Source: an optimization exercise on an open RTL-to-GDS flow (aim: small area, a short achievable clock period and few clock cycles). Production flows keep margins and buffers that such runs may drop.
In this exercise RTL edits were held to simulation tests only and were not proved equivalent to the original.
No activity file was given, so power comes from the tool's default toggle rates.

$ cat config.mk
export PLATFORM = sky130hd
export DESIGN_NAME = sd_dma_top
export DESIGN_NICKNAME = sd_dma_top
export VERILOG_FILES = /design/flow/design.v
export SDC_FILE = /design/flow/constraint.sdc
export NUM_CORES = 4
export LEC_CHECK = 0
export CAP_MARGIN = 20
export CORE_MARGIN = 2
export CORE_UTILIZATION = 40
export SETUP_SLACK_MARGIN = 0.3
export SLEW_MARGIN = 20
$ cat constraint.sdc
create_clock -name core_clock -period 8.0 [get_ports {clk}]
set_input_delay 1.6000 -clock core_clock [delete_from_list [all_inputs] [get_ports {clk}]]
set_output_delay 1.6000 -clock core_clock [all_outputs]
set_load 0.01 [all_outputs]
$ cat design.v
`default_nettype none
package sd_dma_pkg;
	localparam int DMA_ADDR_W  = 21;                    
	localparam int BLOCK_BYTES = 512;                   
	localparam int FIFO_AW     = $clog2(BLOCK_BYTES);   
	typedef logic [7:0]            byte_t;       
	typedef logic [DMA_ADDR_W-1:0] dma_addr_t;   
	typedef logic [FIFO_AW:0]      fifo_ptr_t;   
	typedef logic [1:0]            regsel_t;     
	localparam regsel_t REG_HAD = 2'd0;   
	localparam regsel_t REG_MAD = 2'd1;   
	localparam regsel_t REG_LAD = 2'd2;   
	localparam regsel_t REG_CST = 2'd3;   
	localparam int CST_RUN_BIT = 7;   
	localparam int CST_SNR_BIT = 0;   
	typedef enum logic [2:0] {
		SD_IDLE,
		SD_READ_WAIT,    
		SD_READ_STB,     
		SD_WRITE_WAIT,   
		SD_WRITE_STB     
	} sd_state_t;
	typedef enum logic [2:0] {
		DMA_IDLE,
		DMA_PUT_WAIT,   
		DMA_PUT_RUN,    
		DMA_GET_WAIT,   
		DMA_GET_RUN     
	} dma_state_t;
	typedef struct packed {
		logic go;    
		logic snr;   
	} xfer_ctrl_t;
	typedef struct packed {
		logic wdone;   
		logic rdone;   
		logic empty;   
	} fifo_stat_t;
endpackage
`default_nettype wire
`timescale 1ns/1ps
`default_nettype none
module fifo512_oneshot
(
	input  logic       clk,
	input  logic       we,
	input  logic [8:0] waddr,
	input  logic [7:0] wd,
	input  logic [8:0] raddr,
	output logic [7:0] rd
);
	logic [7:0] mem [512];
	always_ff @(posedge clk)
	begin
		if (we)
			mem[waddr] <= wd;
	end
	assign rd = mem[raddr];
endmodule
`default_nettype wire
`timescale 1ns/1ps
`default_nettype none
module sd_dma_top
(
	input  logic      clk,
	input  logic      rst_n,
	output logic      sd_start,
	input  logic      sd_rdy,
	input  sd_dma_pkg::byte_t     sd_receiveddata,
	output sd_dma_pkg::byte_t     sd_datatosend,
	output logic      sd_override,       
	input  sd_dma_pkg::byte_t     din,
	output sd_dma_pkg::byte_t     dout,
	input  logic      module_select,
	input  logic      write_strobe,
	input  sd_dma_pkg::regsel_t   regsel,
	output sd_dma_pkg::dma_addr_t dma_addr,
	output sd_dma_pkg::byte_t     dma_wd,
	input  sd_dma_pkg::byte_t     dma_rd,
	output logic      dma_rnw,
	output logic      dma_req,
	input  logic      dma_ack,
	input  logic      dma_end
);
	logic       cst_run;     
	logic       cst_snr;     
	logic       sd_en;       
	logic       req_r;       
	logic       pend;        
	logic       nonempty;    
	logic [9:0] wptr;        
	logic [9:0] rptr;        
	sd_dma_pkg::byte_t outreg;   
	logic       port_wr;
	logic       cst_wr;
	logic       start;
	logic       wr;          
	logic       rd;          
	sd_dma_pkg::byte_t wdata;
	sd_dma_pkg::byte_t mem_rd;
	logic       last_rd;
	logic [9:0] wptr_n;
	logic [9:0] rptr_n;
	logic       pend_n;
	logic       run_n;
	assign port_wr = module_select && write_strobe;
	assign cst_wr  = port_wr && (regsel == sd_dma_pkg::REG_CST);
	assign start   = cst_wr && din[sd_dma_pkg::CST_RUN_BIT];
	assign sd_start = sd_rdy && sd_en && (!cst_snr || nonempty || (dma_end && pend));
	assign wr    = cst_snr ? (dma_end && pend) : sd_start;
	assign rd    = cst_snr ? sd_start : (dma_ack && req_r);
	assign wdata = cst_snr ? dma_rd : sd_receiveddata;
	assign last_rd = rd && (rptr[8:0] == 9'd511);
	assign wptr_n = wptr + wr;
	assign rptr_n = rptr + rd;
	assign pend_n = cst_snr && (pend ? !dma_end : (dma_ack && req_r));
	assign run_n  = cst_run && !last_rd;
	always_ff @(posedge clk or negedge rst_n)
	begin
		if (!rst_n)
		begin
			cst_run  <= 1'b0;
			cst_snr  <= 1'b0;
			sd_en    <= 1'b0;
			req_r    <= 1'b0;
			pend     <= 1'b0;
			nonempty <= 1'b0;
			wptr     <= '0;
			rptr     <= '0;
		end
		else if (start)
		begin
			cst_run  <= 1'b1;
			cst_snr  <= din[sd_dma_pkg::CST_SNR_BIT];
			sd_en    <= 1'b1;
			req_r    <= din[sd_dma_pkg::CST_SNR_BIT];   
			pend     <= 1'b0;
			nonempty <= 1'b0;
			wptr     <= '0;
			rptr     <= '0;
		end
		else
		begin
			if (cst_wr)
			begin
				cst_run <= 1'b0;
				cst_snr <= din[sd_dma_pkg::CST_SNR_BIT];
			end
			else
				cst_run <= run_n;
			if (sd_start && ((cst_snr ? rptr[8:0] : wptr[8:0]) == 9'd511))
				sd_en <= 1'b0;
			wptr     <= wptr_n;
			rptr     <= rptr_n;
			pend     <= pend_n;
			nonempty <= (wptr_n != rptr_n);
			if (cst_snr)
				req_r <= run_n && !pend_n && !wptr_n[9];
			else
				req_r <= run_n && (wptr_n != rptr_n);
		end
	end
	fifo512_oneshot u_fifo (
		.clk   (clk),
		.we    (wr),
		.waddr (wptr[8:0]),
		.wd    (wdata),
		.raddr (rptr[8:0]),
		.rd    (mem_rd)
	);
	always_ff @(posedge clk)
	begin
		if (wr && !nonempty)
			outreg <= wdata;
		else
			outreg <= mem_rd;
	end
	assign dma_wd        = outreg;
	assign sd_datatosend = !cst_snr ? 8'hff : (nonempty ? outreg : dma_rd);
	assign sd_override   = cst_run;
	assign dma_req       = req_r;
	assign dma_rnw       = cst_snr;
	always_ff @(posedge clk or negedge rst_n)
	begin
		if (!rst_n)
			dma_addr <= '0;
		else if (dma_ack && cst_run)
			dma_addr <= dma_addr + 1'b1;
		else if (port_wr && (regsel == sd_dma_pkg::REG_HAD))
			dma_addr[20:16] <= din[4:0];
		else if (port_wr && (regsel == sd_dma_pkg::REG_MAD))
			dma_addr[15:8] <= din;
		else if (port_wr && (regsel == sd_dma_pkg::REG_LAD))
			dma_addr[7:0] <= din;
	end
	always_comb
	begin
		case (regsel)
		sd_dma_pkg::REG_HAD: dout = {3'b000, dma_addr[20:16]};
		sd_dma_pkg::REG_MAD: dout = dma_addr[15:8];
		sd_dma_pkg::REG_LAD: dout = dma_addr[7:0];
		default:             dout = {cst_run, 6'b000000, cst_snr};
		endcase
	end
endmodule
`default_nettype wire
$ cat run.sh
#!/bin/bash
# synth_recipe.tcl (not shown) runs the flow's synth.tcl, then flattens the netlist and writes it again
# the make line also repeats each setting of config.mk as NAME=value (left out here)
make -C /OpenROAD-flow-scripts/flow DESIGN_CONFIG=/design/flow/config.mk WORK_HOME=/design/flow/orfs CLKGATE_MAP_FILE= SYNTH_SCRIPT=/design/flow/synth_recipe.tcl finish
==> results.sh, run 1 <==
export IMPL_status="timing/DRC/antenna clean"
export IMPL_synth_nets=8473
export IMPL_cp_end_kind="register"
export IMPL_mostFrequentLayoutCells="sky130_fd_sc_hd__edfxtp_1, sky130_fd_sc_hd__mux2i_1, sky130_fd_sc_hd__nor2_1, sky130_fd_sc_hd__mux4_2, sky130_fd_sc_hd__clkbuf_16"
export IMPL_power_per_cell_area_mw_per_mm2=327
export IMPL_dieHeight_microns=642
export IMPL_final_max_slew_violation_count=0
export IMPL_standard_cell_rows=234
export IMPL_synth_area_top_cells="sky130_fd_sc_hd__edfxtp_1, sky130_fd_sc_hd__mux4_2, sky130_fd_sc_hd__mux2i_1, sky130_fd_sc_hd__a221oi_1, sky130_fd_sc_hd__nor2_1"
export IMPL_yosys_area_top_type_share_pct=75.5
export IMPL_fmax_mhz=195
export IMPL_design_portCount=82
export IMPL_drv_cap=0
export IMPL_yosys_register_bits=4151
export IMPL_worst_slew_margin_rel_pct=21.1
export IMPL_finalHoldViolCount=0
export IMPL_io_buffer_count=81
export IMPL_vdd_ir_drop_max_mv=0.309
export IMPL_detailedRoute_firstPassIterationCount=7
export IMPL_hold_start="sd_en"
export IMPL_initial_antenna_violation_count=18
export IMPL_worstHoldEndpoint="sd_en"
export IMPL_ant_nets=0
export IMPL_yosys_cell_types_count=66
export IMPL_largest_fanout_on_the_critical_path=55
export IMPL_regToRegStartpoint="rptr[1]"
export IMPL_fp_dieW_microns=642
export IMPL_min_period_over_period_pct=64.1
export IMPL_post_synth_design_cell_area_sq_mm=0.163
export IMPL_cts_sinks=4151
export IMPL_tritoncts="yes"
export IMPL_dr_first_iter_drc_count=10100
export IMPL_cts_root_buf="sky130_fd_sc_hd__clkbuf_16"
export IMPL_globalplace_congestion=0.877
export IMPL_dpl_cell_count=13500
export IMPL_max_slew_worst_pin_slew_ns=1.18
export IMPL_hold_path_class="reg2reg"
export IMPL_worst_ep_required_time_ns=8.86
export IMPL_route_vias_total=83800
export IMPL_path_clk_slew_ns=0.06
export IMPL_largest_net_degree_at_the_start_of_global_routing=190
export IMPL_synthCells=8434
export IMPL_commonest_non_fill_non_tap_cell_in_the_layout="sky130_fd_sc_hd__edfxtp_1"
export IMPL_worstReg2RegEnd="outreg[0]"
export IMPL_timing_critical_path_from_type="register"
export IMPL_final_nets=8538
export IMPL_yosysSeqAreaShare_pct=76.3
export IMPL_fin_tns_setup_ns=0
export IMPL_yosys_most_used_dff="sky130_fd_sc_hd__edfxtp_1"
export IMPL_layout_fillers=34100
export IMPL_synth_largest_area_cell="sky130_fd_sc_hd__edfxtp_1"
export IMPL_clock_skew_final_ns=0.0442
export IMPL_first_global_vias=83200
export IMPL_clock_buffer_depth=4
export IMPL_setup_violations_final=0
export IMPL_grt_total_usage_pct=20.3
export IMPL_layoutNonFillerInstCount=14300
export IMPL_grt_overflow_total=0
export IMPL_ys_warnings_count=2
export IMPL_leakage_uw=0.0571
export IMPL_drcViolationCount=0
export IMPL_grt_setup_unrepaired="no"
export IMPL_postCtsHoldBufs=0
export IMPL_cts_buffers=405
export IMPL_worstSkewPairLatency_ns=0.96
export IMPL_worstSetupPathType="reg2reg"
export IMPL_min_path_cells=1
export IMPL_postSynthAreaPerCell_sq_um=19.3
export IMPL_timing_critical_path_arrival_ns=5.98
export IMPL_count_of_flip_flops_with_a_built_in_enable_after_synthesis=4096
export IMPL_r2r_setup_slack_ns=2.87
export IMPL_synthArstFlopShare_pct=1.13
export IMPL_final_util_pct=44.9
export IMPL_postCtsSetupBuffers=0
export IMPL_postCtsResizedCells=0
export IMPL_post_detailed_routing_wire_length_microns=430000
export IMPL_layout_drive_gt1_share_pct=15.2
export IMPL_area_growth_synth_to_final_pct=11.9
export IMPL_wire_length_of_the_first_global_routing_pass_microns=615000
export IMPL_drt_vias_per_instance=5.87
export IMPL_dp_final_hpwl_microns=250000
export IMPL_routedWlPerCell_microns=30.1
export IMPL_initial_utilization_pct=40.1
export IMPL_period_needed_ns=5.13
export IMPL_reg2regPathDepth=8
export IMPL_cts_htree_levels=5
export IMPL_floorplan_die_area_sq_mm=0.412
export IMPL_core_area_sq_mm=0.406
## state kept, by name, indices dropped and copies added, names as in the netlist
signal,flops
dma_addr,21
rptr,10
cst_run,1
nonempty,1
sd_en,1
u_fifo.mem,4096
outreg,8
pend,1
cst_snr,1
req_r,1
wptr,10
## per-layer routing
metal	part of all wire [%]	vias up	GRT usage [%]	wire length, microns
li1	-	34900	-	-
met4	3.5	4	6.87	15100
met2	47	4064	32.1	202000
met3	8.0	678	3.38	34400
met5	0.0063	-	0	27
met1	41	44200	28.5	178000
## kinds of logic after synthesis
family | share of synthesized area, %
adders and majority gates | 0.0461
and+or+nand+nor | 2.20
muxes | 13.8
xor gates and xnor gates | 0.148
buffers and inverters | 2.22
AOI/OAI and AO/OA | 5.31
DFF | 76.3
## layout make-up
cell class,instances,area (sq um),share of cell area (%)
sequential,4151,124000,68.2
multi-input combinational,3700,35300,19.4
clock buffer,493,10600,5.82
tap,5428,6790,3.73
timing repair buffer,230,2590,1.42
clock inverter,256,2500,1.37
inverter,11,53.8,0.0295
antenna,5,12.5,0.00687
## metrics by stage
step                      power, uW  instance area, sq um  hold WS (ns)  worst slack [ns]
after CTS                     59900                182000         0.517              2.91
after global routing          61500                182000         0.539              2.70
after floorplan               36100                163000         0.450              1.93
after global placement        41100                169000         0.499              2.24
after detailed placement      41200                169000         0.503              2.20
final                         59700                182000         0.524              2.87
## worst max-delay path by stage
stage          startpoint                  to  slack [ns]  cells past startpoint
6_report          rptr[1]           outreg[0]        2.87                      8
5_1_grt         regsel[0]             dout[1]        2.70                      5
4_1_cts         regsel[0]             dout[7]        2.91                      5
3_5_place_dp       sd_rdy  u_fifo.mem[489][3]        2.20                      6
3_3_place_gp       sd_rdy  u_fifo.mem[425][7]        2.24                      6
2_1_floorplan   dma_rd[3]    u_fifo.mem[0][3]        1.93                      1
## synthesized netlist by cell type, types with 7 or more instances
library cell / instances
sky130_fd_sc_hd__a211oi_1: 26
sky130_fd_sc_hd__mux4_2: 531
sky130_fd_sc_hd__nand3_1: 61
sky130_fd_sc_hd__o21ai_0: 267
sky130_fd_sc_hd__buf_8: 33
sky130_fd_sc_hd__xnor2_1: 20
sky130_fd_sc_hd__nand2b_1: 17
sky130_fd_sc_hd__nor2_1: 591
sky130_fd_sc_hd__and3_1: 9
sky130_fd_sc_hd__mux2_2: 9
sky130_fd_sc_hd__clkbuf_1: 296
sky130_fd_sc_hd__nor2b_1: 13
sky130_fd_sc_hd__and2_1: 8
sky130_fd_sc_hd__dfxtp_1: 8
sky130_fd_sc_hd__edfxtp_1: 4096
sky130_fd_sc_hd__buf_6: 87
sky130_fd_sc_hd__or2_2: 10
sky130_fd_sc_hd__buf_4: 42
sky130_fd_sc_hd__nand4_1: 9
sky130_fd_sc_hd__a21oi_1: 299
sky130_fd_sc_hd__o21ai_1: 12
sky130_fd_sc_hd__o221ai_1: 252
sky130_fd_sc_hd__buf_12: 11
sky130_fd_sc_hd__a22oi_1: 10
sky130_fd_sc_hd__buf_2: 57
sky130_fd_sc_hd__o311a_1: 7
sky130_fd_sc_hd__a221oi_1: 312
sky130_fd_sc_hd__a22o_1: 7
sky130_fd_sc_hd__mux4_1: 9
sky130_fd_sc_hd__inv_1: 10
sky130_fd_sc_hd__dfrtp_1: 47
sky130_fd_sc_hd__buf_1: 46
sky130_fd_sc_hd__nand2_1: 113
sky130_fd_sc_hd__nor3_1: 23
sky130_fd_sc_hd__o22ai_1: 8
sky130_fd_sc_hd__mux2i_1: 1010
## worst max-delay path, stage by stage (launching register included)
cell and delay (ns):
sky130_fd_sc_hd__dfrtp_4 0.80, sky130_fd_sc_hd__buf_4 0.59, sky130_fd_sc_hd__buf_4 0.76, sky130_fd_sc_hd__mux4_2 0.42
sky130_fd_sc_hd__o21ai_0 0.34, sky130_fd_sc_hd__a21oi_1 0.25, sky130_fd_sc_hd__a211oi_1 0.80, sky130_fd_sc_hd__o21ai_0 0.52
sky130_fd_sc_hd__o221a_2 0.42
## report_power, final
| group | switching, uW | total, uW | internal [uW] |
|---|---|---|---|
| Combinational | 9940 | 15700 | 5740 |
| Clock | 8120 | 18900 | 10800 |
| Sequential | 375 | 25100 | 24700 |
| Total | 18400 | 59700 | 41200 |
Testbench counts, summed over its fixed seeds: cycles 136,338.
==> run 2, diff against run 1 <==
--- a/design.v
+++ b/design.v
@@ -45,15 +45,97 @@
 	input  logic       clk,
-	input  logic       we,
-	input  logic [8:0] waddr,
+	input  logic       rst_n,
+	input  logic       init,     
+	input  logic       wr,       
 	input  logic [7:0] wd,
-	input  logic [8:0] raddr,
-	output logic [7:0] rd
+	input  logic       rd,       
+	input  logic [9:0] wptr,     
+	input  logic [9:0] rptr,     
+	output logic [7:0] rdata     
 );
-	logic [7:0] mem [512];
-	always_ff @(posedge clk)
-	begin
-		if (we)
-			mem[waddr] <= wd;
-	end
-	assign rd = mem[raddr];
+	localparam int NL = 16;   
+	localparam int NS = 32;   
+	logic [7:0] ring [NL][NS];
+	logic [7:0] wst  [NL];    
+	logic [7:0] hd   [NL];    
+	logic [NL-1:0] hv;        
+	logic [4:0] phase;        
+	always_ff @(posedge clk or negedge rst_n)
+	begin
+		if (!rst_n)
+			phase <= '0;
+		else
+			phase <= phase + 1'b1;
+	end
+	logic [9:0] occ;
+	assign occ = wptr - rptr;
+	logic [4:0] wcol;
+	logic [4:0] wcolm1;
+	logic       inj_a;
+	logic       inj_b;
+	assign wcol   = wptr[8:4];
+	assign wcolm1 = wptr[8:4] - 1'b1;
+	assign inj_a  = (phase == wcol);
+	assign inj_b  = (phase == wcolm1);
+	logic [4:0] rcol;
+	logic [4:0] rcolp1;
+	logic       t0_a, t0_b, t1_a, t1_b;
+	assign rcol   = rptr[8:4];
+	assign rcolp1 = rptr[8:4] + 1'b1;
+	assign t0_a   = (phase == rcol);                     
+	assign t0_b   = (phase == rcolp1);
+	assign t1_a   = ({~phase[4], phase[3:0]} == rcol);   
+	assign t1_b   = ({~phase[4], phase[3:0]} == rcolp1);
+	genvar i;
+	generate
+	for (i = 0; i < NL; i++)
+	begin : g_lane
+		logic [3:0] off;       
+		logic       arrived;   
+		logic       inring;    
+		logic       take_w;
+		logic       take_s;
+		logic       take_0;
+		logic       take_1;
+		logic       behind;
+		logic       inj;
+		assign off     = 4'(i) - rptr[3:0];
+		assign arrived = (occ > 10'(off));
+		assign inring  = (occ > 10'(off) + 10'd16);
+		assign behind  = (4'(i) < rptr[3:0]);
+		assign inj     = (4'(i) < wptr[3:0]) ? inj_a : inj_b;
+		assign take_w  = wr && (occ == 10'(off));      
+		assign take_s  = arrived && !inring;           
+		assign take_0  = inring && (behind ? t0_b : t0_a);
+		assign take_1  = inring && (behind ? t1_b : t1_a);
+		always_ff @(posedge clk)
+		begin
+			if (wr && (wptr[3:0] == 4'(i)))
+				wst[i] <= wd;
+			ring[i][0] <= inj ? wst[i] : ring[i][NS-1];
+			for (int s = 1; s < NS; s++)
+				ring[i][s] <= ring[i][s-1];
+			if (!hv[i])
+			begin
+				if (take_w)
+					hd[i] <= wd;
+				else if (take_s)
+					hd[i] <= wst[i];
+				else if (take_0)
+					hd[i] <= ring[i][NS-1];
+				else if (take_1)
+					hd[i] <= ring[i][NS/2-1];
+			end
+		end
+		always_ff @(posedge clk or negedge rst_n)
+		begin
+			if (!rst_n)
+				hv[i] <= 1'b0;
+			else if (init || (rd && (rptr[3:0] == 4'(i))))
+				hv[i] <= 1'b0;
+			else if (!hv[i] && (take_w || take_s || take_0 || take_1))
+				hv[i] <= 1'b1;
+		end
+	end
+	endgenerate
+	assign rdata = hd[rptr[3:0]];
 endmodule
@@ -101,2 +183,5 @@
 	logic       last_rd;
+	logic       occ_one;     
+	logic       nonempty_n;
+	logic       wfull_n;     
 	logic [9:0] wptr_n;
@@ -113,2 +198,5 @@
 	assign last_rd = rd && (rptr[8:0] == 9'd511);
+	assign occ_one = ((wptr - rptr) == 10'd1);
+	assign nonempty_n = wr ? (!rd || nonempty) : (rd ? !occ_one : nonempty);
+	assign wfull_n    = wptr[9] || (wr && (wptr[8:0] == 9'd511));
 	assign wptr_n = wptr + wr;
@@ -155,7 +243,7 @@
 			pend     <= pend_n;
-			nonempty <= (wptr_n != rptr_n);
+			nonempty <= nonempty_n;
 			if (cst_snr)
-				req_r <= run_n && !pend_n && !wptr_n[9];
+				req_r <= run_n && !pend_n && !wfull_n;
 			else
-				req_r <= run_n && (wptr_n != rptr_n);
+				req_r <= run_n && nonempty_n;
 		end
@@ -164,7 +252,10 @@
 		.clk   (clk),
-		.we    (wr),
-		.waddr (wptr[8:0]),
+		.rst_n (rst_n),
+		.init  (start),
+		.wr    (wr),
 		.wd    (wdata),
-		.raddr (rptr[8:0]),
-		.rd    (mem_rd)
+		.rd    (rd),
+		.wptr  (wptr),
+		.rptr  (rptr),
+		.rdata (mem_rd)
 	);
==> run 2 against run 1 <==
Against the previous run: wire length shrank 55%; first-iteration DRC count decreased by 68%; still clean; worst setup slack got worse by 0.16 ns; sequential cell count up 277; design area fell by 33%; clock skew is 0.049 ns higher; synthesized area shrank 36%; fmax down 3.0%; highest routed layer is now met4.
==> results.sh, run 2 <==
export IMPL_report_power_total_uw=49100
export IMPL_max_slew_worst_pin_slew_ns=1.09
export IMPL_area_growth_synth_to_final_pct=17.7
export IMPL_clock_buffer_depth=4
export IMPL_timing_critical_path_from_type="register"
export IMPL_synth_largest_area_cell="sky130_fd_sc_hd__dfxtp_1"
export IMPL_largestRegisters="u_fifo.ring (4096), u_fifo.hd (128), u_fifo.wst (128)"
export IMPL_yosys_cell_types_count=97
export IMPL_hold_path_class="reg2reg"
export IMPL_preCtsSetupSlack_ns=2.79
export IMPL_yosysMostFrequentCell="sky130_fd_sc_hd__dfxtp_1"
export IMPL_drcViolationCount=0
export IMPL_yosys_top_cells_count="sky130_fd_sc_hd__dfxtp_1, sky130_fd_sc_hd__edfxtp_1, sky130_fd_sc_hd__nor2_1"
export IMPL_layoutNonFillerInstCount=10300
export IMPL_wire_length_of_the_first_global_routing_pass_microns=282000
export IMPL_fp_dieW_microns=513
export IMPL_max_flop_register="u_fifo.ring"
export IMPL_dieHeight_microns=513
export IMPL_worst_slack_ns=2.72
export IMPL_status="timing/DRC/antenna clean"
export IMPL_first_global_vias=44300
export IMPL_initial_utilization_pct=40.3
export IMPL_yosysSeqAreaShare_pct=88.4
export IMPL_cts_root_buf="sky130_fd_sc_hd__clkbuf_16"
export IMPL_hold_start="u_fifo.ring[484][6]"
export IMPL_largest_fanout_on_the_critical_path=19
export IMPL_cp_end_kind="register"
export IMPL_postCtsResizedCells=0
export IMPL_crit_chain="inv_2, ha_1, nand3_1, and2_1, a21oi_1, o21ai_0, a41o_1, buf_4, nand3_1, buf_4, or3_1, a21oi_1"
export IMPL_postCtsHoldBufs=0
export IMPL_design_portCount=82
export IMPL_dpl_cell_count=9622
export IMPL_mostFrequentLayoutCells="sky130_fd_sc_hd__dfxtp_1, sky130_fd_sc_hd__clkbuf_16, sky130_fd_sc_hd__edfxtp_1, sky130_fd_sc_hd__nor2_1, sky130_fd_sc_hd__nand2_1"
export IMPL_route_vias_total=45400
export IMPL_tritoncts="yes"
export IMPL_leakage_uw=0.0481
export IMPL_cts_sinks=4428
export IMPL_post_detailed_routing_wire_length_microns=192000
export IMPL_count_of_flip_flops_with_a_built_in_enable_after_synthesis=256
export IMPL_io_buffer_count=81
export IMPL_reg2regPathDepth=12
export IMPL_initial_antenna_violation_count=18
export IMPL_worst_slew_margin_rel_pct=27.3
export IMPL_dr_first_iter_drc_count=3240
export IMPL_core_area_sq_mm=0.257
export IMPL_largest_net_degree_at_the_start_of_global_routing=59
export IMPL_worstHoldEndpoint="u_fifo.ring[485][6]"
export IMPL_r2r_setup_slack_ns=2.72
export IMPL_min_path_cells=0
export IMPL_standard_cell_rows=186
export IMPL_drt_vias_per_instance=4.40
export IMPL_fmax_mhz=189
export IMPL_ant_nets=0
export IMPL_final_nets=6731
export IMPL_drv_cap=0
export IMPL_ys_warnings_count=5
export IMPL_post_synth_design_cell_area_sq_mm=0.104
export IMPL_routedWlPerCell_microns=18.6
export IMPL_detailedRoute_firstPassIterationCount=8
export IMPL_cts_htree_levels=5
export IMPL_largest_register_ff_count=4096
export IMPL_path_clk_slew_ns=0.07
export IMPL_synthCells=6195
export IMPL_globalplace_congestion=0.956
export IMPL_power_per_cell_area_mw_per_mm2=403
export IMPL_finalHoldViolCount=0
export IMPL_postSynthAreaPerCell_sq_um=16.7
export IMPL_max_stage_delay_ns=0.89
export IMPL_critical_path_slowest_cell="sky130_fd_sc_hd__dfrtp_1"
export IMPL_grt_overflow_total=0
export IMPL_floorplan_die_area_sq_mm=0.263
export IMPL_commonest_non_fill_non_tap_cell_in_the_layout="sky130_fd_sc_hd__dfxtp_1"
export IMPL_dp_final_hpwl_microns=127000
export IMPL_min_period_over_period_pct=66.0
export IMPL_period_needed_ns=5.28
export IMPL_final_max_slew_violation_count=0
export IMPL_setup_violations_final=0
export IMPL_synthArstFlopShare_pct=1.54
export IMPL_fin_tns_setup_ns=0
export IMPL_worst_ep_required_time_ns=8.53
export IMPL_yosys_most_used_dff="sky130_fd_sc_hd__dfxtp_1"
export IMPL_synth_nets=6290
export IMPL_layout_drive_gt1_share_pct=13.1
export IMPL_postCtsSetupBuffers=0
export IMPL_grt_total_usage_pct=14.4
export IMPL_yosys_area_top_type_share_pct=79.3
export IMPL_timing_critical_path_arrival_ns=5.81
export IMPL_yosys_register_bits=4428
export IMPL_worstReg2RegEnd="u_fifo.hd[9][1]"
export IMPL_vdd_ir_drop_max_mv=0.289
export IMPL_worstSetupPathType="reg2reg"
export IMPL_grt_setup_unrepaired="no"
export IMPL_worstSkewPairLatency_ns=0.98
export IMPL_cts_buffers=396
export IMPL_clock_skew_final_ns=0.0936
export IMPL_synth_area_top_cells="sky130_fd_sc_hd__dfxtp_1, sky130_fd_sc_hd__edfxtp_1, sky130_fd_sc_hd__dfrtp_1, sky130_fd_sc_hd__mux2_2, sky130_fd_sc_hd__mux2i_1"
export IMPL_regToRegStartpoint="rptr[3]"
==> run 2: cell count changes after synthesis, moves of 203 or more <==
| cell | previous run | this run |
|---|---|---|
| sky130_fd_sc_hd__dfxtp_1 | 8 | 4104 |
| sky130_fd_sc_hd__edfxtp_1 | 4096 | 256 |
| sky130_fd_sc_hd__mux2i_1 | 1010 | 97 |
| sky130_fd_sc_hd__mux4_2 | 531 | 1 |
| sky130_fd_sc_hd__nor2_1 | 591 | 212 |
| sky130_fd_sc_hd__a221oi_1 | 312 | 33 |
| sky130_fd_sc_hd__clkbuf_1 | 296 | 54 |
| sky130_fd_sc_hd__o221ai_1 | 252 | 23 |
| sky130_fd_sc_hd__a21oi_1 | 299 | 96 |
==> run 2: report_power, final <==
group	total [uW]	switching, uW	internal (uW)
registers	24300	755	23600
clock network	18600	7650	10900
logic	6220	4160	2060
==> run 2: routing by layer <==
layer	wire length [microns]	up-vias	track usage [%]
li1	-	21700	-
met1	91400	21900	20.2
met2	80600	1336	21.2
met3	10500	518	2.96
met4	9610	0	7.45
met5	0	-	0
==> run 2: final cells by class <==
| cell class | count | area [sq um] |
|---|---|---|
| Tap cell | 3384 | 4230 |
| Multi-Input combinational cell | 1602 | 11500 |
| Clock buffer | 546 | 11400 |
| Timing Repair Buffer | 142 | 1270 |
| Inverter | 66 | 248 |
| Fill cell | 21500 | 135000 |
| Sequential cell | 4428 | 91500 |
| Antenna cell | 10 | 25.0 |
| Clock inverter | 158 | 1750 |
==> run 2: cell families (layout without fill, tap and decap cells) <==
family / count (synthesis) / in the layout / share of synthesized area, %
flops: 4428 / 4428 / 88.4
compound gates: 629 / 629 / 4.24
simple gates: 594 / 594 / 2.68
mux: 252 / 252 / 2.65
buf+inv: 165 / 912 / 0.681
xor+xnor: 65 / 65 / 0.586
fa+ha+maj: 62 / 62 / 0.756
other cells: 0 / 10 / 0
==> run 2: worst max-delay path by stage <==
stage | endpoint | from | depth (start not counted)
after global routing | u_fifo.hd[9][1] | rptr[3] | 12
after global placement | dout[2] | regsel[0] | 5
after CTS | u_fifo.hd[9][1] | rptr[3] | 12
after floorplan | u_fifo.hd[9][0] | rptr[2] | 13
final | u_fifo.hd[9][1] | rptr[3] | 12
after detailed placement | u_fifo.hd[9][7] | rptr[3] | 12
==> run 2: stage by stage <==
stage               utilization (%)  area (sq um)  hold WS, ns
CTS                            47.4        122000        0.252
floorplan                         -        104000        0.310
detailed placement             42.3        109000        0.312
global route                   47.4        122000        0.264
finish                         47.4        122000        0.254
global placement               42.3        109000        0.309
==> run 2: critical path: cells and delay by family, from the launching register on <==
kind	cells	cell delay, ns
AO/OA/AOI/OAI	4	1.67
adder cells (fa/ha/maj)	1	0.48
buffers and inverters	3	1.02
flip-flops	1	0.89
AND/OR/NAND/NOR	4	0.82
Testbench counts of run 2, summed over its fixed seeds: cycles 136,338.
==> run 3, diff against run 2 <==
--- a/design.v
+++ b/design.v
@@ -46,9 +46,11 @@
 	input  logic       rst_n,
-	input  logic       init,     
-	input  logic       wr,       
+	input  logic       init,       
+	input  logic       wr,         
 	input  logic [7:0] wd,
-	input  logic       rd,       
-	input  logic [9:0] wptr,     
-	input  logic [9:0] rptr,     
-	output logic [7:0] rdata     
+	input  logic       rd,         
+	output logic [9:0] wptr,       
+	output logic [9:0] rptr,       
+	output logic       nonempty,   
+	output logic       nonempty_n,
+	output logic [7:0] rdata       
 );
@@ -60,3 +62,63 @@
 	logic [NL-1:0] hv;        
-	logic [4:0] phase;        
+	logic [9:0] occ;          
+	logic [4:0] dw;           
+	logic [4:0] dr;           
+	logic [NL-1:0] part;      
+	logic       ge16;         
+	logic       ge32;         
+	logic [NL-1:0] wl;        
+	logic [NL-1:0] rl;        
+	logic       r0;           
+	logic       r15;          
+	always_comb
+	begin
+		for (int l = 0; l < NL; l++)
+		begin
+			wl[l] = (wptr[3:0] == 4'(l));
+			rl[l] = (rptr[3:0] == 4'(l));
+		end
+	end
+	assign r0  = (occ[3:0] == 4'd0);
+	assign r15 = (occ[3:0] == 4'd15);
+	logic [9:0]    occ_n;
+	logic [NL-1:0] part_n;
+	logic          ge16_n;
+	logic          ge32_n;
+	always_comb
+	begin
+		case ({wr, rd})
+		2'b10:
+		begin
+			nonempty_n = 1'b1;
+			occ_n      = occ + 1'b1;
+			part_n     = r15 ? '0 : (part | wl);
+			ge16_n     = ge16 || (occ == 10'd15);
+			ge32_n     = ge32 || (occ == 10'd31);
+		end
+		2'b01:
+		begin
+			nonempty_n = (occ != 10'd1);
+			occ_n      = occ - 1'b1;
+			part_n     = r0 ? ~rl : (part & ~rl);
+			ge16_n     = ge16 && (occ != 10'd16);
+			ge32_n     = ge32 && (occ != 10'd32);
+		end
+		2'b11:
+		begin
+			nonempty_n = nonempty;
+			occ_n      = occ;
+			part_n     = r0 ? part : ((part & ~rl) | wl);
+			ge16_n     = ge16;
+			ge32_n     = ge32;
+		end
+		default:
+		begin
+			nonempty_n = nonempty;
+			occ_n      = occ;
+			part_n     = part;
+			ge16_n     = ge16;
+			ge32_n     = ge32;
+		end
+		endcase
+	end
 	always_ff @(posedge clk or negedge rst_n)
@@ -64,25 +126,49 @@
 		if (!rst_n)
-			phase <= '0;
+		begin
+			wptr     <= '0;
+			rptr     <= '0;
+			occ      <= '0;
+			nonempty <= 1'b0;
+			part     <= '0;
+			ge16     <= 1'b0;
+			ge32     <= 1'b0;
+			dw       <= '0;
+			dr       <= '0;
+		end
+		else if (init)
+		begin
+			wptr     <= '0;
+			rptr     <= '0;
+			occ      <= '0;
+			nonempty <= 1'b0;
+			part     <= '0;
+			ge16     <= 1'b0;
+			ge32     <= 1'b0;
+			dw       <= '0;
+			dr       <= '0;
+		end
 		else
-			phase <= phase + 1'b1;
+		begin
+			if (wr)
+				wptr <= wptr + 1'b1;
+			if (rd)
+				rptr <= rptr + 1'b1;
+			occ      <= occ_n;
+			nonempty <= nonempty_n;
+			part     <= part_n;
+			ge16     <= ge16_n;
+			ge32     <= ge32_n;
+			if (!(wr && wl[NL-1]))
+				dw <= dw + 1'b1;
+			if (!(rd && rl[NL-1]))
+				dr <= dr + 1'b1;
+		end
 	end
-	logic [9:0] occ;
-	assign occ = wptr - rptr;
-	logic [4:0] wcol;
-	logic [4:0] wcolm1;
-	logic       inj_a;
-	logic       inj_b;
-	assign wcol   = wptr[8:4];
-	assign wcolm1 = wptr[8:4] - 1'b1;
-	assign inj_a  = (phase == wcol);
-	assign inj_b  = (phase == wcolm1);
-	logic [4:0] rcol;
-	logic [4:0] rcolp1;
-	logic       t0_a, t0_b, t1_a, t1_b;
-	assign rcol   = rptr[8:4];
-	assign rcolp1 = rptr[8:4] + 1'b1;
-	assign t0_a   = (phase == rcol);                     
-	assign t0_b   = (phase == rcolp1);
-	assign t1_a   = ({~phase[4], phase[3:0]} == rcol);   
-	assign t1_b   = ({~phase[4], phase[3:0]} == rcolp1);
+	logic dr0, dr1, dr16, dr17, dw0, dw31;
+	assign dr0  = (dr == 5'd0);
+	assign dr1  = (dr == 5'd1);
+	assign dr16 = (dr == 5'd16);
+	assign dr17 = (dr == 5'd17);
+	assign dw0  = (dw == 5'd0);
+	assign dw31 = (dw == 5'd31);
 	genvar i;
@@ -91,23 +177,20 @@
 	begin : g_lane
-		logic [3:0] off;       
-		logic       arrived;   
-		logic       inring;    
-		logic       take_w;
-		logic       take_s;
-		logic       take_0;
-		logic       take_1;
-		logic       behind;
-		logic       inj;
-		assign off     = 4'(i) - rptr[3:0];
-		assign arrived = (occ > 10'(off));
-		assign inring  = (occ > 10'(off) + 10'd16);
-		assign behind  = (4'(i) < rptr[3:0]);
-		assign inj     = (4'(i) < wptr[3:0]) ? inj_a : inj_b;
-		assign take_w  = wr && (occ == 10'(off));      
-		assign take_s  = arrived && !inring;           
-		assign take_0  = inring && (behind ? t0_b : t0_a);
-		assign take_1  = inring && (behind ? t1_b : t1_a);
+		logic ger;       
+		logic ltw;       
+		logic arrived;   
+		logic inring;    
+		logic take_w, take_s, take_0, take_1;
+		logic inj;
+		assign ger     = (4'(i) >= rptr[3:0]);
+		assign ltw     = (4'(i) <  wptr[3:0]);
+		assign arrived = ge16 || part[i];
+		assign inring  = ge32 || (ge16 && part[i]);
+		assign inj     = ltw ? dw0 : dw31;
+		assign take_w  = wr && wl[i] && !ge16;   
+		assign take_s  = arrived && !inring;                    
+		assign take_0  = inring && (ger ? dr0  : dr1);          
+		assign take_1  = inring && (ger ? dr16 : dr17);         
 		always_ff @(posedge clk)
 		begin
-			if (wr && (wptr[3:0] == 4'(i)))
+			if (wr && wl[i])
 				wst[i] <= wd;
@@ -132,3 +215,3 @@
 				hv[i] <= 1'b0;
-			else if (init || (rd && (rptr[3:0] == 4'(i))))
+			else if (init || (rd && rl[i]))
 				hv[i] <= 1'b0;
@@ -172,2 +255,3 @@
 	logic       nonempty;    
+	logic       nonempty_n;
 	logic [9:0] wptr;        
@@ -183,7 +267,3 @@
 	logic       last_rd;
-	logic       occ_one;     
-	logic       nonempty_n;
 	logic       wfull_n;     
-	logic [9:0] wptr_n;
-	logic [9:0] rptr_n;
 	logic       pend_n;
@@ -198,7 +278,3 @@
 	assign last_rd = rd && (rptr[8:0] == 9'd511);
-	assign occ_one = ((wptr - rptr) == 10'd1);
-	assign nonempty_n = wr ? (!rd || nonempty) : (rd ? !occ_one : nonempty);
 	assign wfull_n    = wptr[9] || (wr && (wptr[8:0] == 9'd511));
-	assign wptr_n = wptr + wr;
-	assign rptr_n = rptr + rd;
 	assign pend_n = cst_snr && (pend ? !dma_end : (dma_ack && req_r));
@@ -214,5 +290,2 @@
 			pend     <= 1'b0;
-			nonempty <= 1'b0;
-			wptr     <= '0;
-			rptr     <= '0;
 		end
@@ -225,5 +298,2 @@
 			pend     <= 1'b0;
-			nonempty <= 1'b0;
-			wptr     <= '0;
-			rptr     <= '0;
 		end
@@ -240,6 +310,3 @@
 				sd_en <= 1'b0;
-			wptr     <= wptr_n;
-			rptr     <= rptr_n;
 			pend     <= pend_n;
-			nonempty <= nonempty_n;
 			if (cst_snr)
@@ -251,11 +318,13 @@
 	fifo512_oneshot u_fifo (
-		.clk   (clk),
-		.rst_n (rst_n),
-		.init  (start),
-		.wr    (wr),
-		.wd    (wdata),
-		.rd    (rd),
-		.wptr  (wptr),
-		.rptr  (rptr),
-		.rdata (mem_rd)
+		.clk        (clk),
+		.rst_n      (rst_n),
+		.init       (start),
+		.wr         (wr),
+		.wd         (wdata),
+		.rd         (rd),
+		.wptr       (wptr),
+		.rptr       (rptr),
+		.nonempty   (nonempty),
+		.nonempty_n (nonempty_n),
+		.rdata      (mem_rd)
 	);
--- a/config.mk
+++ b/config.mk
@@ -10,3 +10,5 @@
 export CORE_UTILIZATION = 40
-export SETUP_SLACK_MARGIN = 0.3
+export CTS_CLUSTER_DIAMETER = 100
+export CTS_CLUSTER_SIZE = 24
+export SETUP_SLACK_MARGIN = 4.4
 export SLEW_MARGIN = 20
==> run 3 against run 2 <==
Against the previous run: first-iteration DRC count shrank 2.8%; register-to-register slack better by 1.8 ns; die area barely moved; critical path depth is 9 lower; design area down 5.7%; clock power is 39% lower; combinational power decreased by 49%; fmax is 34% higher; synthesized cell count down 0.94%; global-route usage decreased by 0.43 points; sequential power is 6% higher; wire length fell by 2.9%; critical path type is now in2out.
==> results.sh, run 3 <==
export IMPL_cts_root_buf="sky130_fd_sc_hd__clkbuf_16"
export IMPL_setup_violations_final=0
export IMPL_wire_length_of_the_first_global_routing_pass_microns=273000
export IMPL_post_synth_design_cell_area_sq_mm=0.103
export IMPL_post_detailed_routing_wire_length_microns=187000
export IMPL_cts_sinks=4460
export IMPL_r2r_setup_slack_ns=4.50
export IMPL_dp_final_hpwl_microns=123000
export IMPL_clock_buffer_depth=3
export IMPL_yosys_most_used_dff="sky130_fd_sc_hd__dfxtp_1"
export IMPL_standard_cell_rows=186
export IMPL_finalHoldViolCount=0
export IMPL_worstSkewPairLatency_ns=0.91
export IMPL_synthCells=6137
export IMPL_tritoncts="yes"
export IMPL_cts_buffers=206
export IMPL_synth_area_top_cells="sky130_fd_sc_hd__dfxtp_1, sky130_fd_sc_hd__edfxtp_1, sky130_fd_sc_hd__dfrtp_1, sky130_fd_sc_hd__mux2i_1, sky130_fd_sc_hd__o221ai_1"
export IMPL_synth_compound_area_share_pct=3.85
export IMPL_commonest_non_fill_non_tap_cell_in_the_layout="sky130_fd_sc_hd__dfxtp_1"
export IMPL_clock_skew_final_ns=0.0950
export IMPL_status="timing/DRC/antenna clean"
export IMPL_yosys_register_bits=4460
export IMPL_fmax_mhz=253
export IMPL_synth_fa_ha_area_share_pct=0.278
export IMPL_worstReg2RegEnd="u_fifo.hd[7][1]"
export IMPL_design_portCount=82
export IMPL_synthSimpleGateAreaFrac_pct=2.78
export IMPL_vdd_ir_drop_max_mv=0.243
export IMPL_synth_xor_area_share_pct=0.406
export IMPL_ys_warnings_count=5
export IMPL_power_sequential_fraction_pct=64.0
export IMPL_report_power_total_uw=40100
export IMPL_floorplan_die_area_sq_mm=0.263
export IMPL_postPlaceCellArea_sq_mm=0.109
export IMPL_synthArstFlopShare_pct=2.24
export IMPL_postSynthAreaPerCell_sq_um=16.9
export IMPL_synth_largest_area_cell="sky130_fd_sc_hd__dfxtp_1"
export IMPL_io_buffer_count=81
export IMPL_postLayoutCellArea_sq_mm=0.115
export IMPL_cp_endpoint="dout[0]"
export IMPL_hold_path_class="reg2reg"
export IMPL_timing_critical_path_arrival_ns=2.35
export IMPL_critPathLaunch="regsel[0]"
export IMPL_drcViolationCount=0
export IMPL_postCtsHoldBufs=0
export IMPL_drv_cap=0
export IMPL_worst_ep_required_time_ns=6.40
export IMPL_worst_slack_on_hold_paths_ns=0.256
export IMPL_worstSetupPathType="in2out"
export IMPL_yosys_cell_types_count=84
export IMPL_global_route_usage_met3_pct=2.75
export IMPL_synth_nets=6193
export IMPL_drt_vias_per_instance=4.44
export IMPL_internal_power_uw=30700
export IMPL_yosys_area_top_type_share_pct=79.4
export IMPL_largest_fanout_on_the_critical_path=6
export IMPL_mostFrequentLayoutCells="sky130_fd_sc_hd__dfxtp_1, sky130_fd_sc_hd__edfxtp_1, sky130_fd_sc_hd__clkbuf_16, sky130_fd_sc_hd__nor2_1, sky130_fd_sc_hd__nand2_1"
export IMPL_detailedRoute_firstPassIterationCount=8
export IMPL_timing_critical_path_from_type="primary input"
export IMPL_initial_utilization_pct=40.3
export IMPL_p_sw_share_pct=23.5
export IMPL_initial_antenna_violation_count=13
export IMPL_fin_tns_setup_ns=0
export IMPL_globalplace_congestion=0.908
export IMPL_largest_register_ff_count=4096
export IMPL_power_share_of_the_clock_group_pct=28.1
export IMPL_final_nets=6432
export IMPL_global_route_usage_met2_pct=21.3
export IMPL_min_period_over_period_pct=49.4
export IMPL_regToRegStartpoint="u_fifo.rptr[3]"
export IMPL_count_of_flip_flops_with_a_built_in_enable_after_synthesis=256
export IMPL_worst_slew_margin_rel_pct=16.4
export IMPL_period_needed_ns=3.95
export IMPL_reg2regPathDepth=6
export IMPL_max_slew_worst_pin_slew_ns=1.25
export IMPL_grt_busiest_layer="met2"
export IMPL_path_clk_slew_ns=0.09
export IMPL_yosys_mux_area_fraction_pct=2.74
export IMPL_ant_nets=0
export IMPL_grt_setup_unrepaired="yes"
export IMPL_route_vias_total=43600
export IMPL_yosys_top_cells_count="sky130_fd_sc_hd__dfxtp_1, sky130_fd_sc_hd__edfxtp_1, sky130_fd_sc_hd__nor2_1"
export IMPL_routedWlPerCell_microns=19.0
export IMPL_yosysMostFrequentCell="sky130_fd_sc_hd__dfxtp_1"
export IMPL_grt_util_met1_pct=19.9
export IMPL_combPwrFrac_pct=8.0
export IMPL_max_flop_register="u_fifo.ring"
export IMPL_leakage_uw=0.0447
export IMPL_cp_end_kind="output port"
export IMPL_final_max_slew_violation_count=0
export IMPL_grt_total_usage_pct=14.0
export IMPL_dr_first_iter_drc_count=3149
export IMPL_min_path_cells=0
export IMPL_cts_htree_levels=4
export IMPL_largest_net_degree_at_the_start_of_global_routing=60
export IMPL_largestRegisters="u_fifo.ring (4096), u_fifo.hd (128), u_fifo.wst (128)"
export IMPL_fp_dieW_microns=513
export IMPL_power_per_cell_area_mw_per_mm2=349
export IMPL_dieHeight_microns=513
export IMPL_total_switching_power_uw=9430
export IMPL_largest_family_of_logic_cells_by_synthesized_area="compound AO/OA/AOI/OAI gates"
export IMPL_grt_overflow_total=0
export IMPL_yosysSeqAreaShare_pct=89.3
export IMPL_first_global_vias=42000
export IMPL_layout_drive_gt1_share_pct=8.01
export IMPL_core_area_sq_mm=0.257
export IMPL_area_growth_synth_to_final_pct=11.1
run 3: changes by cell type in the layout (fill, tap and decap cells not counted), moves of 79 or more:
cell,change
sky130_fd_sc_hd__clkbuf_16,-199
sky130_fd_sc_hd__clkinv_2,-86
sky130_fd_sc_hd__mux2_2,-83
sky130_fd_sc_hd__o21ai_0,-79
sky130_fd_sc_hd__o221ai_1,+81
sky130_fd_sc_hd__o22ai_1,+88
run 3: per-layer routing:
layer	wire length, microns	vias to the layer above
met4	6390	2
met2	80800	1105
met5	13	-
met3	10000	345
li1	-	20800
met1	89400	21400
run 3: cells by family (layout without fill, tap and decap cells):
family / after synthesis / after routing
xor+xnor: 48 / 48
buf+inv: 183 / 478
simple gates: 588 / 588
compound gates: 574 / 575
other cells: 0 / 14
mux: 261 / 261
flops: 4460 / 4460
fa+ha+maj: 23 / 23
run 3: through the flow:
step	utilization, %	setup slack [ns]	cells
global route	44.7	4.03	9818
detailed placement	42.3	2.54	9518
global placement	42.3	2.26	9518
CTS	44.7	4.06	9807
floorplan	-	4.17	6137
finish	44.7	4.05	9831
run 3: worst min path at each step:
stage | startpoint | end | slack, ns
after floorplan | u_fifo.ring[99][0] | u_fifo.ring[100][0] | 0.31
after global placement | u_fifo.ring[201][5] | u_fifo.ring[202][5] | 0.31
after detailed placement | u_fifo.ring[112][0] | u_fifo.ring[113][0] | 0.31
after CTS | u_fifo.ring[466][4] | u_fifo.ring[467][4] | 0.25
after global routing | u_fifo.ring[382][4] | u_fifo.ring[383][4] | 0.26
final | u_fifo.ring[466][4] | u_fifo.ring[467][4] | 0.26
run 3: power groups by stage:
stage / combinational, uW / clock, uW / sequential, uW
3_3_place_gp: 3040 / 0 / 26100
5_1_grt: 3380 / 12500 / 25900
4_1_cts: 3140 / 11600 / 25700
3_5_place_dp: 3060 / 0 / 26200
6_report: 3190 / 11300 / 25700
2_1_floorplan: 1840 / 0 / 25700
run 3: what timing repair did:
| item | CTS | global route |
|---|---|---|
| pin swaps | 8 | 10 |
| buffers inserted | 23 | 10 |
| cloned | 1 | 0 |
| resized for setup | 207 | 17 |
| setup endpoints to repair | 284 | 154 |
run 3: critical path: stages:
cell and delay (ns):
sky130_fd_sc_hd__buf_12 0.10, sky130_fd_sc_hd__mux4_2 0.51, sky130_fd_sc_hd__buf_6 0.14
run 3: final cells by class:
type	count	area (sq um)
Timing Repair Buffer	169	1520
Sequential cell	4460	92400
Inverter	44	169
Clock inverter	22	493
Antenna cell	14	35.0
Multi-Input combinational cell	1495	10800
Fill cell	22300	142000
Tap cell	3384	4230
Clock buffer	243	5320
Testbench counts of run 3, summed over its fixed seeds: cycles 136,338.
==> run 4, diff against run 3 <==
--- a/design.v
+++ b/design.v
@@ -56,4 +56,4 @@
 );
-	localparam int NL = 16;   
-	localparam int NS = 32;   
+	localparam int NL = 8;    
+	localparam int NS = 64;   
 	logic [7:0] ring [NL][NS];
@@ -63,7 +63,7 @@
 	logic [9:0] occ;          
-	logic [4:0] dw;           
-	logic [4:0] dr;           
+	logic [5:0] dw;           
+	logic [5:0] dr;           
 	logic [NL-1:0] part;      
+	logic       ge8;          
 	logic       ge16;         
-	logic       ge32;         
 	logic [NL-1:0] wl;        
@@ -71,3 +71,3 @@
 	logic       r0;           
-	logic       r15;          
+	logic       r7;           
 	always_comb
@@ -76,12 +76,12 @@
 		begin
-			wl[l] = (wptr[3:0] == 4'(l));
-			rl[l] = (rptr[3:0] == 4'(l));
+			wl[l] = (wptr[2:0] == 3'(l));
+			rl[l] = (rptr[2:0] == 3'(l));
 		end
 	end
-	assign r0  = (occ[3:0] == 4'd0);
-	assign r15 = (occ[3:0] == 4'd15);
+	assign r0 = (occ[2:0] == 3'd0);
+	assign r7 = (occ[2:0] == 3'd7);
 	logic [9:0]    occ_n;
 	logic [NL-1:0] part_n;
+	logic          ge8_n;
 	logic          ge16_n;
-	logic          ge32_n;
 	always_comb
@@ -93,5 +93,5 @@
 			occ_n      = occ + 1'b1;
-			part_n     = r15 ? '0 : (part | wl);
+			part_n     = r7 ? '0 : (part | wl);
+			ge8_n      = ge8  || (occ == 10'd7);
 			ge16_n     = ge16 || (occ == 10'd15);
-			ge32_n     = ge32 || (occ == 10'd31);
 		end
@@ -102,4 +102,4 @@
 			part_n     = r0 ? ~rl : (part & ~rl);
+			ge8_n      = ge8  && (occ != 10'd8);
 			ge16_n     = ge16 && (occ != 10'd16);
-			ge32_n     = ge32 && (occ != 10'd32);
 		end
@@ -110,4 +110,4 @@
 			part_n     = r0 ? part : ((part & ~rl) | wl);
+			ge8_n      = ge8;
 			ge16_n     = ge16;
-			ge32_n     = ge32;
 		end
@@ -118,4 +118,4 @@
 			part_n     = part;
+			ge8_n      = ge8;
 			ge16_n     = ge16;
-			ge32_n     = ge32;
 		end
@@ -132,4 +132,4 @@
 			part     <= '0;
+			ge8      <= 1'b0;
 			ge16     <= 1'b0;
-			ge32     <= 1'b0;
 			dw       <= '0;
@@ -144,4 +144,4 @@
 			part     <= '0;
+			ge8      <= 1'b0;
 			ge16     <= 1'b0;
-			ge32     <= 1'b0;
 			dw       <= '0;
@@ -158,4 +158,4 @@
 			part     <= part_n;
+			ge8      <= ge8_n;
 			ge16     <= ge16_n;
-			ge32     <= ge32_n;
 			if (!(wr && wl[NL-1]))
@@ -166,9 +166,16 @@
 	end
-	logic dr0, dr1, dr16, dr17, dw0, dw31;
-	assign dr0  = (dr == 5'd0);
-	assign dr1  = (dr == 5'd1);
-	assign dr16 = (dr == 5'd16);
-	assign dr17 = (dr == 5'd17);
-	assign dw0  = (dw == 5'd0);
-	assign dw31 = (dw == 5'd31);
+	logic inj_a;
+	logic inj_b;
+	logic [1:0] inj_pa;
+	logic [1:0] inj_pb;
+	logic [5:0] dw_p1;
+	assign dw_p1  = dw + 1'b1;
+	assign inj_a  = (dw[3:0] == 4'd0);
+	assign inj_b  = (dw[3:0] == 4'd15);
+	assign inj_pa = dw[5:4];
+	assign inj_pb = dw_p1[5:4];
+	logic [4:0] tap_a;
+	logic [4:0] tap_b;
+	assign tap_a = {dr == 6'd12, dr == 6'd25, dr == 6'd38, dr == 6'd51, dr == 6'd0};
+	assign tap_b = {dr == 6'd13, dr == 6'd26, dr == 6'd39, dr == 6'd52, dr == 6'd1};
 	genvar i;
@@ -181,13 +188,17 @@
 		logic inring;    
-		logic take_w, take_s, take_0, take_1;
-		logic inj;
-		assign ger     = (4'(i) >= rptr[3:0]);
-		assign ltw     = (4'(i) <  wptr[3:0]);
-		assign arrived = ge16 || part[i];
-		assign inring  = ge32 || (ge16 && part[i]);
-		assign inj     = ltw ? dw0 : dw31;
-		assign take_w  = wr && wl[i] && !ge16;   
-		assign take_s  = arrived && !inring;                    
-		assign take_0  = inring && (ger ? dr0  : dr1);          
-		assign take_1  = inring && (ger ? dr16 : dr17);         
+		logic take_w, take_s;
+		logic [4:0] take_t;
+		logic [3:0] inj;
+		assign ger     = (3'(i) >= rptr[2:0]);
+		assign ltw     = (3'(i) <  wptr[2:0]);
+		assign arrived = ge8 || part[i];
+		assign inring  = ge16 || (ge8 && part[i]);
+		always_comb
+		begin
+			for (int p = 0; p < 4; p++)
+				inj[p] = ltw ? (inj_a && (inj_pa == 2'(p))) : (inj_b && (inj_pb == 2'(p)));
+		end
+		assign take_w  = wr && wl[i] && !ge8;           
+		assign take_s  = arrived && !inring;            
+		assign take_t  = {5{inring}} & (ger ? tap_a : tap_b);
 		always_ff @(posedge clk)
@@ -196,5 +207,9 @@
 				wst[i] <= wd;
-			ring[i][0] <= inj ? wst[i] : ring[i][NS-1];
-			for (int s = 1; s < NS; s++)
-				ring[i][s] <= ring[i][s-1];
+			for (int s = 0; s < NS; s++)
+			begin
+				if ((s % 16) == 0)
+					ring[i][s] <= inj[s/16] ? wst[i] : ring[i][(s+NS-1) % NS];
+				else
+					ring[i][s] <= ring[i][s-1];
+			end
 			if (!hv[i])
@@ -205,6 +220,12 @@
 					hd[i] <= wst[i];
-				else if (take_0)
-					hd[i] <= ring[i][NS-1];
-				else if (take_1)
-					hd[i] <= ring[i][NS/2-1];
+				else if (take_t[0])
+					hd[i] <= ring[i][63];
+				else if (take_t[1])
+					hd[i] <= ring[i][50];
+				else if (take_t[2])
+					hd[i] <= ring[i][37];
+				else if (take_t[3])
+					hd[i] <= ring[i][24];
+				else if (take_t[4])
+					hd[i] <= ring[i][11];
 			end
@@ -217,3 +238,3 @@
 				hv[i] <= 1'b0;
-			else if (!hv[i] && (take_w || take_s || take_0 || take_1))
+			else if (!hv[i] && (take_w || take_s || (take_t != '0)))
 				hv[i] <= 1'b1;
@@ -222,3 +243,3 @@
 	endgenerate
-	assign rdata = hd[rptr[3:0]];
+	assign rdata = hd[rptr[2:0]];
 endmodule
==> run 4 against run 3 <==
Against the previous run: wire length shrank 2.8%; design area shrank 2.7%; sequential cell count shrank 142; largest cell class unchanged; non-clock buffer count shrank 19; die area shrank 2.5%; core utilization shrank 0.21 points; worst setup slack lost 0.021 ns; fmax shrank 0.52%; still clean.
==> results.sh, run 4 <==
export IMPL_clock_skew_final_ns=0.0724
export IMPL_hold_path_class="reg2reg"
export IMPL_drt_vias_per_instance=4.41
export IMPL_yosys_area_top_type_share_pct=81.4
export IMPL_power_sequential_fraction_pct=63.9
export IMPL_largest_fanout_on_the_critical_path=6
export IMPL_yosysMostFrequentCell="sky130_fd_sc_hd__dfxtp_1"
export IMPL_synth_largest_area_cell="sky130_fd_sc_hd__dfxtp_1"
export IMPL_synth_nets=6126
export IMPL_postLayoutCellArea_sq_mm=0.112
export IMPL_detailedRoute_firstPassIterationCount=6
export IMPL_regToRegStartpoint="u_fifo.dw[0]"
export IMPL_layout_drive_gt1_share_pct=12.1
export IMPL_synth_area_top_cells="sky130_fd_sc_hd__dfxtp_1, sky130_fd_sc_hd__edfxtp_1, sky130_fd_sc_hd__mux2_2, sky130_fd_sc_hd__dfrtp_1, sky130_fd_sc_hd__mux2i_1"
export IMPL_fp_dieW_microns=506
export IMPL_cts_root_buf="sky130_fd_sc_hd__clkbuf_16"
export IMPL_standard_cell_rows=184
export IMPL_leakage_uw=0.0434
export IMPL_yosys_register_bits=4318
export IMPL_hold_start="u_fifo.ring[340][6]"
export IMPL_synthCells=6068
export IMPL_power_per_cell_area_mw_per_mm2=359
export IMPL_largest_register_ff_count=4096
export IMPL_min_period_over_period_pct=49.7
export IMPL_total_switching_power_uw=9670
export IMPL_post_detailed_routing_wire_length_microns=181000
export IMPL_postPlaceCellArea_sq_mm=0.106
export IMPL_period_needed_ns=3.97
export IMPL_status="timing/DRC/antenna clean"
export IMPL_worstSkewPairLatency_ns=0.86
export IMPL_commonest_non_fill_non_tap_cell_in_the_layout="sky130_fd_sc_hd__dfxtp_1"
export IMPL_routedWlPerCell_microns=18.6
export IMPL_timing_critical_path_from_type="primary input"
export IMPL_preCtsSetupSlack_ns=2.75
export IMPL_crit_chain="buf_12, buf_12, buf_6, mux2i_2, o21ai_1, buf_2"
export IMPL_cp_end_kind="output port"
export IMPL_synthArstFlopShare_pct=1.99
export IMPL_largestRegisters="u_fifo.ring (4096), u_fifo.hd (64), u_fifo.wst (64)"
export IMPL_postSynthAreaPerCell_sq_um=16.6
export IMPL_p_sw_share_pct=24.1
export IMPL_combPwrFrac_pct=8.6
export IMPL_layout_fillers=21700
export IMPL_worst_slack_ns=4.03
export IMPL_ant_nets=0
export IMPL_grt_overflow_total=0
export IMPL_first_global_vias=42100
export IMPL_timing_critical_path_arrival_ns=2.37
export IMPL_io_buffer_count=81
export IMPL_worstSetupPathType="in2out"
export IMPL_max_stage_delay_ns=0.14
export IMPL_max_flop_register="u_fifo.ring"
export IMPL_cts_htree_levels=4
export IMPL_critPathLaunch="regsel[1]"
export IMPL_mostFrequentLayoutCells="sky130_fd_sc_hd__dfxtp_1, sky130_fd_sc_hd__mux2_2, sky130_fd_sc_hd__clkbuf_16, sky130_fd_sc_hd__nand2_1, sky130_fd_sc_hd__nor2_1"
export IMPL_final_max_slew_violation_count=0
export IMPL_postCtsHoldBufs=0
export IMPL_fin_tns_setup_ns=0
export IMPL_initial_utilization_pct=40.2
export IMPL_yosys_cell_types_count=104
export IMPL_vdd_ir_drop_max_mv=0.262
export IMPL_initial_antenna_violation_count=11
export IMPL_wire_length_of_the_first_global_routing_pass_microns=268000
export IMPL_path_delay_family="buffers and inverters"
export IMPL_cts_buffers=203
export IMPL_globalplace_congestion=0.929
export IMPL_area_growth_synth_to_final_pct=10.8
export IMPL_floorplan_die_area_sq_mm=0.256
export IMPL_critical_path_slowest_cell="sky130_fd_sc_hd__mux2i_2"
export IMPL_cts_sinks=4318
export IMPL_clock_buffer_depth=3
export IMPL_timing_critical_path_buf_inv=4
export IMPL_drv_cap=0
export IMPL_internal_power_uw=30500
export IMPL_fmax_mhz=252
export IMPL_drcViolationCount=0
export IMPL_finalHoldViolCount=0
export IMPL_max_slew_worst_pin_slew_ns=1.14
export IMPL_post_synth_design_cell_area_sq_mm=0.101
export IMPL_power_share_of_the_clock_group_pct=27.5
export IMPL_largest_net_degree_at_the_start_of_global_routing=59
export IMPL_route_vias_total=42900
export IMPL_grt_total_usage_pct=13.9
export IMPL_dr_first_iter_drc_count=3595
export IMPL_dp_final_hpwl_microns=117000
export IMPL_core_area_sq_mm=0.251
export IMPL_grt_setup_unrepaired="yes"
export IMPL_path_clk_slew_ns=0.09
export IMPL_yosysSeqAreaShare_pct=87.4
export IMPL_yosys_most_used_dff="sky130_fd_sc_hd__dfxtp_1"
export IMPL_ys_warnings_count=5
export IMPL_tritoncts="yes"
export IMPL_worst_ep_required_time_ns=6.40
export IMPL_crit_top_cell="sky130_fd_sc_hd__buf_12"
export IMPL_yosys_top_cells_count="sky130_fd_sc_hd__dfxtp_1, sky130_fd_sc_hd__mux2_2, sky130_fd_sc_hd__nand2_1"
export IMPL_count_of_flip_flops_with_a_built_in_enable_after_synthesis=128
export IMPL_worst_slew_margin_rel_pct=22.4
export IMPL_final_nets=6379
export IMPL_setup_violations_final=0
export IMPL_design_portCount=82
export IMPL_dieHeight_microns=506
## run 4: worst paths after layout
path | end | slack (ns) | cells after the start
min in group asynchronous | u_fifo.occ[5] | 0.70 | 1
max in group asynchronous | dma_addr[4] | 5.90 | 2
worst min-delay path | u_fifo.ring[341][6] | 0.27 | 0
worst max register to register | u_fifo.ring[224][0] | 4.36 | 5
worst max-delay path | dout[2] | 4.03 | 6
worst min register to register | u_fifo.ring[341][6] | 0.27 | 0
## run 4: per-stage QoR
stage                     hold WS (ns)  power [uW]  util (%)  instances
after floorplan                  0.310       27800         -       6068
after global placement           0.310       29300      42.1       9434
after detailed placement         0.312       29500      42.1       9434
after CTS                        0.261       40400      44.5       9714
after global routing             0.270       41800      44.5       9726
final                            0.268       40200      44.5       9733
## run 4: per-layer routing
layer	part of all wire (%)	wire length, microns	track usage (%)	up-vias
li1	-	-	-	20500
met1	49	89300	20.5	20800
met2	41	74700	20.1	1168
met3	5.5	9960	2.59	384
met4	4.0	7300	5.59	2
met5	0.011	20	0	-
## run 4: area by class of cell
cell class	count	area (sq um)	area share [%]
Multi-Input combinational cell	1595	12200	10.9
Sequential cell	4318	88200	78.8
Inverter	53	199	0.178
Clock inverter	23	402	0.359
Clock buffer	237	5300	4.74
Tap cell	3348	4190	3.75
Antenna cell	9	22.5	0.0201
Timing Repair Buffer	150	1380	1.24
## run 4: power groups by stage
stage	sequential (uW)	combinational [uW]	clock, uW
4_1_cts	25700	3390	11400
3_5_place_dp	26100	3330	0
2_1_floorplan	25500	2280	0
6_report	25600	3460	11100
3_3_place_gp	26100	3280	0
5_1_grt	25900	3690	12200
## run 4: cell families (layout without fill, tap and decap cells)
| logic type | count (synthesis) | in the layout | share of synthesized area (%) |
|---|---|---|---|
| and+or+nand+nor | 602 | 602 | 2.96 |
| DFF | 4318 | 4318 | 87.4 |
| AOI/OAI and AO/OA | 554 | 554 | 3.97 |
| muxes | 374 | 374 | 4.28 |
| other | 0 | 9 | 0 |
| xor gates and xnor gates | 40 | 40 | 0.347 |
| buffers and inverters | 155 | 463 | 0.756 |
| adders and majority gates | 25 | 25 | 0.310 |
## run 4: timing repair
action / in CTS / in global routing
gates resized for setup: 185 / 22
buffers inserted: 19 / 10
pin swaps: 5 / 8
endpoints found under the setup margin: 138 / 110
gates cloned: 1 / 0
Testbench counts of run 4, summed over its fixed seeds: cycles 136,338.

==> static timing again, ports no longer ideal <==
The results above use ideal ports. As a check the final layouts listed here were re-extracted and re-timed, cells and wires unchanged.
Step 1 sets driving cells, clkbuf_16 on the clock port and buf_2 on the other inputs (assumed; they add their load-dependent delay and slew).
Step 2 moves the port delays by t, midway between the first and last clock arrival at a register: inputs arrive t later, outputs are due t later. That takes back most of the time a late clock gives input paths.
Slacks: ideal / step 1 / step 2; pairs: ideal / step 1.
run	t (ns)	slack for setup (ns)	hold slack, ns	worst setup path at the end	cell pins on the clock port's net
run 1	1.058	2.874 / 2.874 / 2.258	0.524 / 0.524 / 0.524	input to register	1
run 2	1.016	2.716 / 2.716 / 2.716	0.254 / 0.254 / 0.254	register to register	1
run 3	0.949	4.049 / 3.983 / 3.479	0.256 / 0.256 / 0.256	input to register	1
run 4	0.917	4.028 / 3.824 / 3.530	0.268 / 0.268 / 0.268	input to register	1
After both steps every run listed still meets setup and hold. The setup slack of run 1, which loses most, moves by 0.000 ns with the drivers and by -0.616 ns with both steps.
